This design comes from an exercise in tuning for small area on the open sky130 flow, not from production work. Function was checked by simulation only, so behaviour that the tests miss may differ from the original. No activity file was given, so power comes from the tool's default toggle rates.

Setup of job 1719:
==> flow/design.v <==
`default_nettype none
module vfu_ctrl
(
    input  logic [4:0] opcode,
    input  logic [2:0] funct,
    output logic       c_min,
    output logic       c_max,
    output logic       c_eq,
    output logic       c_lt,
    output logic       c_le,
    output logic       c_sgnj,
    output logic       c_sgnjn,
    output logic       c_sgnjx,
    output logic       c_skew,
    output logic       c_trans,
    output logic       c_bcast,
    output logic       c_asel
);
    assign c_min   = opcode == 5'd0;
    assign c_max   = opcode == 5'd1;
    assign c_eq    = opcode == 5'd2;
    assign c_lt    = opcode == 5'd3;
    assign c_le    = opcode == 5'd4;
    assign c_sgnj  = opcode == 5'd5;
    assign c_sgnjn = opcode == 5'd6;
    assign c_sgnjx = opcode == 5'd7;
    assign c_skew  = (opcode == 5'd8) && (funct == 3'd0);
    assign c_trans = (opcode == 5'd8) && (funct == 3'd1);
    assign c_bcast = (funct == 3'd5) && (opcode[4:3] == 2'b00);
    assign c_asel  = (funct == 3'd5);
endmodule
`default_nettype wire
`default_nettype none
module vfu_magcmp
(
    input  logic [30:0] a,
    input  logic [30:0] b,
    output logic        lt,
    output logic        gt
);
    localparam int GS = 8;
    localparam int NG = 4;
    logic [NG*GS-1:0] aa, bb;
    logic [NG-1:0]    gl, gg;
    assign aa = {{(NG*GS-31){1'b0}}, a};
    assign bb = {{(NG*GS-31){1'b0}}, b};
    for (genvar k = 0; k < NG; k++) begin : g_grp
        logic [GS:0] lc, gc;
        assign lc[0] = 1'b0;
        assign gc[0] = 1'b0;
        for (genvar i = 0; i < GS; i++) begin : g_r
            assign lc[i+1] = (~aa[GS*k+i] & bb[GS*k+i]) | (~(aa[GS*k+i] & ~bb[GS*k+i]) & lc[i]);
            assign gc[i+1] = (aa[GS*k+i] & ~bb[GS*k+i]) | (~(~aa[GS*k+i] & bb[GS*k+i]) & gc[i]);
        end
        assign gl[k] = lc[GS];
        assign gg[k] = gc[GS];
    end
    localparam int NP = (NG <= 1) ? 1 : (NG <= 2) ? 2 : (NG <= 4) ? 4 : (NG <= 8) ? 8 : 16;
    logic [2*NP-2:0] tl, tg;
    for (genvar k = 0; k < NP; k++) begin : g_leaf
        if (k < NG) begin : g_v
            assign tl[NP-1+k] = gl[k];
            assign tg[NP-1+k] = gg[k];
        end else begin : g_z
            assign tl[NP-1+k] = 1'b0;
            assign tg[NP-1+k] = 1'b0;
        end
    end
    for (genvar n = 0; n < NP-1; n++) begin : g_node
        assign tl[n] = tl[2*n+2] | (~tg[2*n+2] & tl[2*n+1]);
        assign tg[n] = tg[2*n+2] | (~tl[2*n+2] & tg[2*n+1]);
    end
    assign lt = tl[0];
    assign gt = tg[0];
endmodule
`default_nettype wire
`default_nettype none
module vfu_lane
#(
    parameter int K = 0
)
(
    input  logic        en,
    input  logic        c_min,
    input  logic        c_max,
    input  logic        c_eq,
    input  logic        c_lt,
    input  logic        c_le,
    input  logic        c_sgnj,
    input  logic        c_sgnjn,
    input  logic        c_sgnjx,
    input  logic        c_skew,
    input  logic        c_trans,
    input  logic        c_bcast,
    input  logic        c_asel,
    input  logic        funct0,
    input  logic        opcode3,
    input  logic [31:0] a,       
    input  logic [31:0] a0,      
    input  logic        a0_nan,
    input  logic        a0_zero,
    input  logic [31:0] b,
    input  logic [31:0] ts,      
    input  logic [31:0] ss,      
    input  logic [31:0] q,
    output logic        a_nan_o,
    output logic        a_zero_o,
    output logic [31:0] d
);
    localparam bit DIAG  = (K == 0) || (K == 4) || (K == 8);
    localparam bit TSRC  = (K == 1) || (K == 2) || (K == 3) || (K == 5) || (K == 6) || (K == 7);
    localparam bit SSRC  = (K == 1) || (K == 2) || (K == 3) || (K == 6);
    localparam bit SA0   = (K == 5) || (K == 7);
    localparam bit SNEG  = (K == 2) || (K == 3) || (K == 7);
    logic        use_a0;
    logic [31:0] ae;
    logic        an_raw, az_raw, an, az, bn;
    logic        lt, gt, eq;
    logic        sa, sb, sd;
    logic        ltm, zm, unord, nn;
    logic        f_lt, f_eq, f_le, flag;
    logic        mm, mm_a, mm_b;
    logic        sel_a, sel_b, sel_t, sel_s, nn_mm;
    assign an_raw   = (a[30:23] == 8'hff) && (a[22:0] != '0);
    assign az_raw   = (a[30:0] == '0);
    assign a_nan_o  = an_raw;
    assign a_zero_o = az_raw;
    if (K == 0) begin : g_l0
        assign use_a0 = 1'b1;
        assign ae     = a;
        assign an     = an_raw;
        assign az     = az_raw;
    end else begin : g_ln
        if (SA0) begin : g_sa0
            assign use_a0 = c_asel | ((funct0) & opcode3);
        end else begin : g_nsa0
            assign use_a0 = c_asel;
        end
        assign ae = use_a0 ? a0 : a;
        assign an = (ae[30:23] == 8'hff) && (ae[22:0] != '0);
        assign az = (ae[30:0] == '0);
    end
    assign bn = (b[30:23] == 8'hff) && (b[22:0] != '0);
    vfu_magcmp u_cmp (.a(ae[30:0]), .b(b[30:0]), .lt(lt), .gt(gt));
    assign eq = ~(lt | gt);
    assign sa = ae[31];
    assign sb = b[31];
    assign sd = sa ^ sb;
    assign ltm   = sd ? sa : (sa ? gt : lt);
    assign zm    = eq & az;
    assign unord = an | bn;
    assign nn    = an & bn;
    assign f_lt = ~unord & ltm & ~zm;
    assign f_eq = ~unord & ((~sd & eq) | zm);
    assign f_le = f_lt | f_eq;
    assign flag = (c_eq & f_eq) | (c_lt & f_lt) | (c_le & f_le);
    assign mm   = c_min | c_max;
    assign mm_a = c_min ? (~an & (bn | ltm)) : (~nn & ~(~bn & (an | ltm)));
    assign mm_b = ~nn & ~mm_a;
    assign nn_mm = mm & nn;
    assign sel_a = (mm & mm_a) | c_sgnj | c_sgnjn | c_sgnjx
                 | (DIAG ? c_trans : 1'b0) | (SA0 ? c_skew : 1'b0);
    assign sel_b = mm & mm_b;
    assign sel_t = TSRC ? c_trans : 1'b0;
    assign sel_s = SSRC ? c_skew : 1'b0;
    logic s_a, s_an, s_b, s_bn, s_x;
    assign s_a  = en & ((mm & mm_a) | (DIAG ? c_trans : 1'b0) | ((SA0 && !SNEG) ? c_skew : 1'b0));
    assign s_an = en & ((SA0 && SNEG) ? c_skew : 1'b0);
    assign s_b  = en & ((mm & mm_b) | c_sgnj);
    assign s_bn = en & c_sgnjn;
    assign s_x  = en & c_sgnjx;
    logic ea, eb, et, es, en_n;
    assign ea   = en & sel_a;
    assign eb   = en & sel_b;
    assign et   = en & sel_t;
    assign es   = en & sel_s;
    assign en_n = ~en;
    assign d[31]    = (s_a & sa) | (s_an & ~sa) | (s_b & sb) | (s_bn & ~sb) | (s_x & sd)
                    | (et & ts[31]) | (es & (ss[31] ^ SNEG)) | (en_n & q[31]);
    assign d[30:23] = ({8{ea}} & ae[30:23]) | ({8{eb}} & b[30:23]) | ({8{et}} & ts[30:23])
                    | ({8{es}} & ss[30:23]) | ({8{en_n}} & q[30:23]) | {8{en & nn_mm}};
    assign d[22]    = (ea & ae[22]) | (eb & b[22]) | (et & ts[22]) | (es & ss[22])
                    | (en_n & q[22]) | (en & nn_mm);
    assign d[21:1]  = ({21{ea}} & ae[21:1]) | ({21{eb}} & b[21:1]) | ({21{et}} & ts[21:1])
                    | ({21{es}} & ss[21:1]) | ({21{en_n}} & q[21:1]);
    assign d[0]     = (ea & ae[0]) | (eb & b[0]) | (et & ts[0]) | (es & ss[0])
                    | (en_n & q[0]) | (en & flag);
endmodule
`default_nettype wire
`default_nettype none
module vfu_top
(
    input  logic                     clk,
    input  logic                     rst_n,
    input  logic                     en,
    input  logic [16*32-1:0] vec_a,
    input  logic [16*32-1:0] vec_b,
    input  logic [4:0]               opcode,
    input  logic [2:0]               funct,
    output logic [16*32-1:0] vec_out,
    output logic                     out_valid
);
    logic c_min, c_max, c_eq, c_lt, c_le, c_sgnj, c_sgnjn, c_sgnjx;
    logic c_skew, c_trans, c_bcast, c_asel;
    logic [16-1:0]    a_nan, a_zero;
    logic [16*32-1:0] d;
    vfu_ctrl u_ctrl (
        .opcode  (opcode),
        .funct   (funct),
        .c_min   (c_min),
        .c_max   (c_max),
        .c_eq    (c_eq),
        .c_lt    (c_lt),
        .c_le    (c_le),
        .c_sgnj  (c_sgnj),
        .c_sgnjn (c_sgnjn),
        .c_sgnjx (c_sgnjx),
        .c_skew  (c_skew),
        .c_trans (c_trans),
        .c_bcast (c_bcast),
        .c_asel  (c_asel)
    );
    for (genvar i = 0; i < 16; i++) begin : g_lane
        localparam int TS = (i < 9) ? 3 * (i % 3) + (i / 3) : i;
        localparam int SS = (i == 1 || i == 3) ? 2 : (i == 2 || i == 6) ? 1 : i;
        vfu_lane #(.K(i)) u_lane (
            .en       (en),
            .c_min    (c_min),
            .c_max    (c_max),
            .c_eq     (c_eq),
            .c_lt     (c_lt),
            .c_le     (c_le),
            .c_sgnj   (c_sgnj),
            .c_sgnjn  (c_sgnjn),
            .c_sgnjx  (c_sgnjx),
            .c_skew   (c_skew),
            .c_trans  (c_trans),
            .c_bcast  (c_bcast),
            .c_asel   (c_asel),
            .funct0   (funct == 3'd0),
            .opcode3  (opcode[3]),
            .a        (vec_a[32*i +: 32]),
            .a0       (vec_a[31:0]),
            .a0_nan   (a_nan[0]),
            .a0_zero  (a_zero[0]),
            .b        (vec_b[32*i +: 32]),
            .ts       (vec_a[32*TS +: 32]),
            .ss       (vec_a[32*SS +: 32]),
            .q        (vec_out[32*i +: 32]),
            .a_nan_o  (a_nan[i]),
            .a_zero_o (a_zero[i]),
            .d        (d[32*i +: 32])
        );
    end
    always_ff @(posedge clk or negedge rst_n) begin
        if (!rst_n) begin
            vec_out   <= '0;
            out_valid <= 1'b0;
        end else begin
            vec_out   <= d;
            out_valid <= en;
        end
    end
endmodule
`default_nettype wire
Settings: LEC_CHECK=0, CAP_MARGIN=20, CORE_AREA=5 5 515 515, DIE_AREA=0 0 520 520, PLACE_DENSITY=0.75, SLEW_MARGIN=20; clock period 6.0 ns.
standard.sh (not shown) runs the stock make flow with config.mk's settings and CLKGATE_MAP_FILE= SYNTH_SCRIPT=/design/flow/synth_recipe.tcl, a recipe that flattens the netlist after the stock synthesis.
==> flow/flow/run.sh <==
#!/bin/bash
# Own layout flow: the standard ORFS flow, with two changes:
#  - synthesis maps with an area-oriented ABC script (synth_area.tcl);
#    registers are untouched since ABC runs on the combinational logic only.
#  - port buffers use sky130_fd_sc_hd__buf_1 instead of the default cell.
#  - clock tree: smaller buffers, larger sink clusters, no dummy loads.
set -euo pipefail
W=$(pwd)
F=$W/flow
export MY_ABC_SCRIPT=$F/abc_area.script
CTS_ARGS="-sink_clustering_enable -repair_clock_nets -dont_use_dummy_load"
CTS_ARGS+=" -buf_list sky130_fd_sc_hd__clkbuf_8 -sink_clustering_size 22 -sink_clustering_max_diameter 65"
bash $W/standard.sh \
  SYNTH_SCRIPT=$F/synth_area.tcl \
  "BUFFER_PORTS_ARGS=-buffer_cell sky130_fd_sc_hd__buf_1" \
  "CTS_ARGS=$CTS_ARGS" \
  finish > $W/flow_make.log 2>&1
==> flow/flow/abc_area.script <==
strash
&get -n
&st
&dch
&nf -R 1000
&put
strash
&get -n
&st
&dch
&nf -R 1000
&put
topo
==> flow/flow/synth_area.tcl <==
# Same as synth_recipe.tcl, but ABC maps with the script named by MY_ABC_SCRIPT.
proc abc {args} {
  set i [lsearch -exact $args -script]
  if { $i >= 0 } { lset args [expr {$i + 1}] $::env(MY_ABC_SCRIPT) }
  yosys abc {*}$args
}
source [file dirname [file normalize [info script]]]/../synth_recipe.tcl
Having completed the whole flow, job 1719 delivered a layout that passed the timing, DRC and antenna checks.
Input-level comparison between job 6911 and job 1719:
--- a/flow/design.v
+++ b/flow/design.v
@@ -136,10 +136,10 @@
         end else begin : g_nsa0
             assign use_a0 = c_asel;
         end
         assign ae = use_a0 ? a0 : a;
-        assign an = (ae[30:23] == 8'hff) && (ae[22:0] != '0);
-        assign az = (ae[30:0] == '0);
+        assign an = use_a0 ? a0_nan : an_raw;
+        assign az = use_a0 ? a0_zero : az_raw;
     end
     assign bn = (b[30:23] == 8'hff) && (b[22:0] != '0);
     vfu_magcmp u_cmp (.a(ae[30:0]), .b(b[30:0]), .lt(lt), .gt(gt));
     assign eq = ~(lt | gt);
### Flow results
Job 1719 → job 6911: sum of routed wire length over all layers +2.0%; global-route wire length before repair picked up an extra 4100 um; tightest slew margin relative to the limit shows a reduction of 0.83 points; standard-cell row count did not really move.
Sum of routed wire segments on met1 (job 6911 / job 1719): 0.889
Between job 1719 and job 6911, the flow reports final total power decreasing by a few percent.
The lower met2 wirelength from detailed routing came out of job 6911.
Of job 6911 and job 1719, job 1719 shows the higher number of detailed-route iterations in the first pass, with job 6911 below it.

==> re-timing with driven ports <==
Ports are ideal in the flow. The routed layouts listed here were re-timed in OpenROAD. Step 1 (the two cells are an assumption about what drives the block):
set clk [get_ports {clk}]
set_driving_cell -lib_cell sky130_fd_sc_hd__clkbuf_16 $clk
set_driving_cell -lib_cell sky130_fd_sc_hd__buf_2 [delete_from_list [all_inputs] $clk]
Step 2 moves the port delays by t, midway between the first and last clock arrival at a register: inputs arrive t later, outputs are due t later. That takes back most of the time a late clock gives input paths. Slacks: ideal / step 1 / step 2; pairs: ideal / step 1.
run	t (ns)	setup WS [ns]	hold WS [ns]
job 1719	0.891	0.392 / 0.440 / -0.452	0.481 / 0.417 / 0.505
job 6911	0.852	0.363 / 0.415 / -0.437	0.475 / 0.475 / 0.475
With both steps, setup timing fails in job 1719 and job 6911, where it was met with ideal ports. For job 1719, which loses most, drivers alone change the setup slack by +0.048 ns; drivers and shift together by -0.844 ns.
